Source: an optimization exercise on an open RTL-to-GDS flow (aim: a short achievable clock period and few clock cycles per item). Production flows keep margins and buffers that such runs may drop.
In this exercise RTL edits were held to simulation tests only and were not proved equivalent to the original.
The clock input has no modelled driver; a real chip could not lean on it and would need a root buffer or a full tree.
Power figures rest on the tool's default switching activity, not on a simulated workload.

== v6 ==
Design pcie_ingress_top, start of the top module:
module pcie_ingress_top (
  input  wire                                    clk,
  input  wire                                    rst,
  input  wire                                    i_beat_valid,
  input  wire [32:0]                             i_beat,
  input  wire [31:0]                             i_control_addr_base,
  input  wire [pcie_ingress_pkg::BUF_ADDR_W-1:0] i_buf_offset,
  output logic                                   o_credit_return,
  output logic [225:0]                           o_regs,
  output logic                                   o_reg_write_stb,
  output logic                                   o_update_buf_stb,
  output logic [38:0]                            o_cmd,
  output logic [43:0]                            o_buf,
  output logic [30:0]                            o_cplt
);
export LEC_CHECK = 0
export CAP_MARGIN = 20
export CORE_AREA = 5 5 225 225
export CTS_CLUSTER_DIAMETER = 60
export CTS_CLUSTER_SIZE = 30
export DIE_AREA = 0 0 230 230
export SETUP_SLACK_MARGIN = 3.5
export SLEW_MARGIN = 20
create_clock -name core_clock -period 5.0 [get_ports {clk}]
standard.sh (not shown) runs the stock make flow with config.mk's settings and CLKGATE_MAP_FILE= SYNTH_SCRIPT=/design/flow/synth_recipe.tcl, a recipe that flattens the netlist after the stock synthesis.
==> flow/flow/run.sh <==
#!/bin/bash
# Standard layout, except that the clock tree built by the CTS step is replaced
# by a two-level balanced tree of clock inverters (flow/myct.tcl, run as the
# CTS step's post hook). Two inverter levels keep the clock's polarity.
set -euo pipefail
export MYCT_NL1=4
export MYCT_NLEAF=28
export MYCT_L1CELL=sky130_fd_sc_hd__clkinv_16
export MYCT_LEAFCELL=sky130_fd_sc_hd__clkinv_8
export POST_CTS_TCL="$PWD/flow/myct.tcl"
bash standard.sh finish > standard.log 2>&1
==> flow/flow/myct.tcl <==
# Rebuild the clock tree as two balanced levels of clock buffers or inverters
# (two inverter levels keep the clock's polarity).
# The clock port drives NL1 first-level cells; each of those drives a group of
# leaf cells, each leaf drives a cluster of flip-flops found by recursive
# bisection of their placed positions.

set ct_nl1   [expr {[info exists ::env(MYCT_NL1)] ? $::env(MYCT_NL1) : 4}]
set ct_nleaf [expr {[info exists ::env(MYCT_NLEAF)] ? $::env(MYCT_NLEAF) : 16}]
set ct_l1cell   [expr {[info exists ::env(MYCT_L1CELL)] ? $::env(MYCT_L1CELL) : "sky130_fd_sc_hd__clkbuf_16"}]
set ct_leafcell [expr {[info exists ::env(MYCT_LEAFCELL)] ? $::env(MYCT_LEAFCELL) : "sky130_fd_sc_hd__clkbuf_16"}]

set db    [ord::get_db]
set block [ord::get_db_block]
set clk   [$block findNet clk]

# collect the sinks behind the existing tree and the tree's buffers
set sinks {}
set bufs {}
set nets {}
set todo [list $clk]
while {[llength $todo]} {
  set net [lindex $todo 0]
  set todo [lrange $todo 1 end]
  foreach it [$net getITerms] {
    if {![$it isInputSignal]} { continue }
    set inst [$it getInst]
    set mname [[$inst getMaster] getName]
    if {[string match "*clkbuf*" $mname] || [string match "*clkinv*" $mname] || [string match "sky130_fd_sc_hd__buf_*" $mname] && [string match "clk*" [$inst getName]]} {
      lappend bufs $inst
      foreach o [$inst getITerms] {
        if {[$o isOutputSignal] && [$o getNet] ne "NULL"} {
          lappend nets [$o getNet]
          lappend todo [$o getNet]
        }
      }
    } else {
      lappend sinks $it
    }
  }
}
puts "myct: [llength $sinks] sinks, removing [llength $bufs] buffers"
# dummy loads the tree synthesis added for balance go with the tree
set ffs {}
set loads {}
foreach it $sinks {
  set inst [$it getInst]
  set mname [[$inst getMaster] getName]
  if {[string match "clkload*" [$inst getName]]} {
    lappend loads $inst
  } elseif {[string match "*df*" $mname]} {
    lappend ffs $it
  } else {
    error "myct: unexpected clock sink $mname [$inst getName]"
  }
}
set sinks $ffs
puts "myct: [llength $sinks] flip-flops, removing [llength $loads] dummy loads"
foreach it $sinks { $it disconnect }
foreach l $loads { odb::dbInst_destroy $l }
foreach b $bufs { odb::dbInst_destroy $b }
foreach n $nets { odb::dbNet_destroy $n }

proc outpin {inst} {
  foreach it [$inst getITerms] {
    if {[$it isOutputSignal]} { return $it }
  }
  error "myct: no output on [$inst getName]"
}

# Output flip-flops: the strongest drive of their cell type, and placed by
# their port's output buffer (legalized below).
proc pull_output_flops {} {
  set db [ord::get_db]
  set block [ord::get_db_block]
  set n 0
  foreach bt [$block getBTerms] {
    if {[$bt getIoType] ne "OUTPUT"} { continue }
    set net [$bt getNet]
    if {$net eq "NULL"} { continue }
    set buf ""
    foreach it [$net getITerms] { if {[$it isOutputSignal]} { set buf [$it getInst] } }
    if {$buf eq ""} { continue }
    set in ""
    foreach it [$buf getITerms] { if {[$it isInputSignal]} { set in [$it getNet] } }
    if {$in eq "" || $in eq "NULL"} { continue }
    set ff ""
    foreach it [$in getITerms] { if {[$it isOutputSignal]} { set ff [$it getInst] } }
    if {$ff eq ""} { continue }
    set mname [[$ff getMaster] getName]
    if {![regexp {^(sky130_fd_sc_hd__dfxtp)_\d+$} $mname -> base]} { continue }
    set big [$db findMaster "${base}_4"]
    if {$big ne "NULL" && $big ne [$ff getMaster]} { $ff swapMaster $big }
    set loc [$buf getLocation]
    $ff setLocation [lindex $loc 0] [lindex $loc 1]
    incr n
  }
  puts "myct: pulled $n output flip-flops to their output buffers"
}

proc sink_xy {it} {
  set bb [[$it getInst] getBBox]
  return [list [expr {([$bb xMin] + [$bb xMax]) / 2}] [expr {([$bb yMin] + [$bb yMax]) / 2}]]
}

# split items (list of {x y payload}) into n groups of near equal size
proc bisect {items n} {
  if {$n <= 1} { return [list $items] }
  set xs {}; set ys {}
  foreach i $items { lappend xs [lindex $i 0]; lappend ys [lindex $i 1] }
  set w [expr {[tcl::mathfunc::max {*}$xs] - [tcl::mathfunc::min {*}$xs]}]
  set h [expr {[tcl::mathfunc::max {*}$ys] - [tcl::mathfunc::min {*}$ys]}]
  set k [expr {$w >= $h ? 0 : 1}]
  set sorted [lsort -integer -index $k $items]
  set n1 [expr {$n / 2}]
  set cut [expr {int(round(double([llength $sorted]) * $n1 / $n))}]
  return [concat [bisect [lrange $sorted 0 [expr {$cut - 1}]] $n1] \
                 [bisect [lrange $sorted $cut end] [expr {$n - $n1}]]]
}

proc centroid {items} {
  set sx 0; set sy 0
  foreach i $items { incr sx [lindex $i 0]; incr sy [lindex $i 1] }
  set n [llength $items]
  return [list [expr {$sx / $n}] [expr {$sy / $n}]]
}

proc place_at {inst xy} {
  set m [$inst getMaster]
  set x [expr {[lindex $xy 0] - [$m getWidth] / 2}]
  set y [expr {[lindex $xy 1] - [$m getHeight] / 2}]
  $inst setLocation $x $y
  $inst setPlacementStatus PLACED
}

if {[info exists ::env(MYCT_PULL)] && $::env(MYCT_PULL)} { pull_output_flops }

set items {}
foreach it $sinks { lappend items [concat [sink_xy $it] [list $it]] }

set l1m   [$db findMaster $ct_l1cell]
set leafm [$db findMaster $ct_leafcell]
set per_l1 [expr {$ct_nleaf / $ct_nl1}]

set gi 0
set li 0
foreach grp [bisect $items $ct_nl1] {
  set l1 [odb::dbInst_create $block $l1m "myct_l1_$gi"]
  set l1net [odb::dbNet_create $block "myct_l1net_$gi"]
  $l1net setSigType CLOCK
  [$l1 findITerm A] connect $clk
  [outpin $l1] connect $l1net
  set leafxy {}
  foreach cl [bisect $grp $per_l1] {
    set lf [odb::dbInst_create $block $leafm "myct_leaf_$li"]
    set lfnet [odb::dbNet_create $block "myct_leafnet_$li"]
    $lfnet setSigType CLOCK
    [$lf findITerm A] connect $l1net
    [outpin $lf] connect $lfnet
    foreach i $cl { [lindex $i 2] connect $lfnet }
    set c [centroid $cl]
    place_at $lf $c
    lappend leafxy $c
    incr li
  }
  place_at $l1 [centroid $leafxy]
  incr gi
}
puts "myct: built $gi first-level and $li leaf buffers"

detailed_placement
estimate_parasitics -placement
report_clock_skew
report_clock_min_period
repair_timing_helper
detailed_placement
check_placement -verbose
report_clock_skew
report_worst_slack -max
report_worst_slack -min
report_clock_latency
report_check_types -max_slew -max_capacitance -violators
set ct_worst 0
foreach p [get_pins -of_objects [get_nets myct_leafnet_*]] {
  if {[get_property $p direction] ne "input"} { continue }
  set sl [get_property $p slew_max]
  if {$sl > $ct_worst} { set ct_worst $sl }
}
puts "myct: worst flip-flop clock slew $ct_worst"
Testbench counts of v6, summed over its fixed seeds: cycles 18,146, items 2,400.
The inputs of v7 differ from those of v6 as listed below.
--- a/flow/flow/run.sh
+++ b/flow/flow/run.sh
@@ -7,0 +8 @@
+export MYCT_PULL=1
--- a/flow/flow/myct.tcl
+++ b/flow/flow/myct.tcl
@@ -143,0 +144,7 @@
+set clkxy {0 0}
+foreach bp [[$block findBTerm clk] getBPins] {
+  set bb [$bp getBBox]
+  set clkxy [list [expr {([$bb xMin] + [$bb xMax]) / 2}] [expr {([$bb yMin] + [$bb yMax]) / 2}]]
+}
+puts "myct: clock port at $clkxy"
+
@@ -165 +172,8 @@
-  place_at $l1 [centroid $leafxy]
+  set c [centroid $leafxy]
+  if {[info exists ::env(MYCT_L1PULL)]} {
+    # move the first-level cell toward the clock port by this fraction
+    set f $::env(MYCT_L1PULL)
+    set c [list [expr {int([lindex $c 0] + $f * ([lindex $clkxy 0] - [lindex $c 0]))}] \
+                [expr {int([lindex $c 1] + $f * ([lindex $clkxy 1] - [lindex $c 1]))}]]
+  }
+  place_at $l1 $c
==> notes.md <==
- In the reports for v6 and v7, the larger clock power share belongs to v7.
- On clock skew after layout, v6 and v7 are neck and neck.
- v7 vs v6 — power density normalized to cell area dropped by a little under 10%
- Wire: v7 routes more than v6
In every run of this note, the design's own scripts or RTL, not TritonCTS, make the clock network.

* * *

Another version of the RTL of pcie_ingress_top (not shown whole).
Size: roughly 1,400 cells after synthesis, about 620 flip-flops.
Settings: LEC_CHECK=0, CAP_MARGIN=20, CORE_AREA=5 5 225 225, CTS_CLUSTER_DIAMETER=60, CTS_CLUSTER_SIZE=30, DIE_AREA=0 0 230 230, SETUP_SLACK_MARGIN=3.3, SLEW_MARGIN=20; clock period 5.0 ns.
run.sh (not shown) runs the stock make flow with config.mk's settings and CLKGATE_MAP_FILE= SYNTH_SCRIPT=/design/flow/synth_recipe.tcl, a recipe that flattens the netlist after the stock synthesis.
Stock flow here: none of the scripts above is used.
The baseline finished with timing, DRC and antenna clean.
Testbench counts at the start, summed over its fixed seeds: cycles 18,144, items 2,400.
Edit:
CTS_CLUSTER_DIAMETER = default   (was 60)
CTS_CLUSTER_SIZE = default   (was 30)
Non-clock buffer count increases by 9.
Design area increases by 2.6%.
Power increases by 10%.
Worst setup slack loses 0.017 ns.
Combinational power stays flat.
Core utilization increases by 1.4 points.
Global-route usage increases by 0.23 points.
Final cell count increases by 2.1%.
Via count increases by 1.9%.

[port drivers added, routing unchanged]
No port has a modelled driver above. Below, the same layouts with a new extraction and two added sets of constraints. Step 1 (the two cells are an assumption about what drives the block):
set clk [get_ports {clk}]
set_driving_cell -lib_cell sky130_fd_sc_hd__clkbuf_16 $clk
set_driving_cell -lib_cell sky130_fd_sc_hd__buf_2 [delete_from_list [all_inputs] $clk]
Step 2 moves the port delays by t, midway between the first and last clock arrival at a register: inputs arrive t later, outputs are due t later. That takes back most of the time a late clock gives input paths. Slacks: no drivers / after step 1 / after step 2; pairs: no drivers / after step 1.
run | t, ns | slack for setup (ns) | hold WS [ns] | clock arrival spread, ns
v6 | 0.467 | 3.275 / 3.030 / 3.072 | 0.328 / 0.328 / 0.328 | 0.027 / 0.027
v7 | 0.481 | 3.268 / 3.019 / 3.019 | 0.327 / 0.328 / 0.328 | 0.029 / 0.028
the first run of note 2 | 0.623 | 2.911 / 2.857 / 2.766 | 0.314 / 0.314 / 0.314 | 0.032 / 0.033
the second run of note 2 | 0.649 | 2.894 / 2.839 / 2.764 | 0.322 / 0.322 / 0.322 | 0.021 / 0.021
After both steps setup and hold are still met in every run listed. The setup slack of v7, which loses most, moves by -0.249 ns with the drivers and by -0.249 ns with both steps.
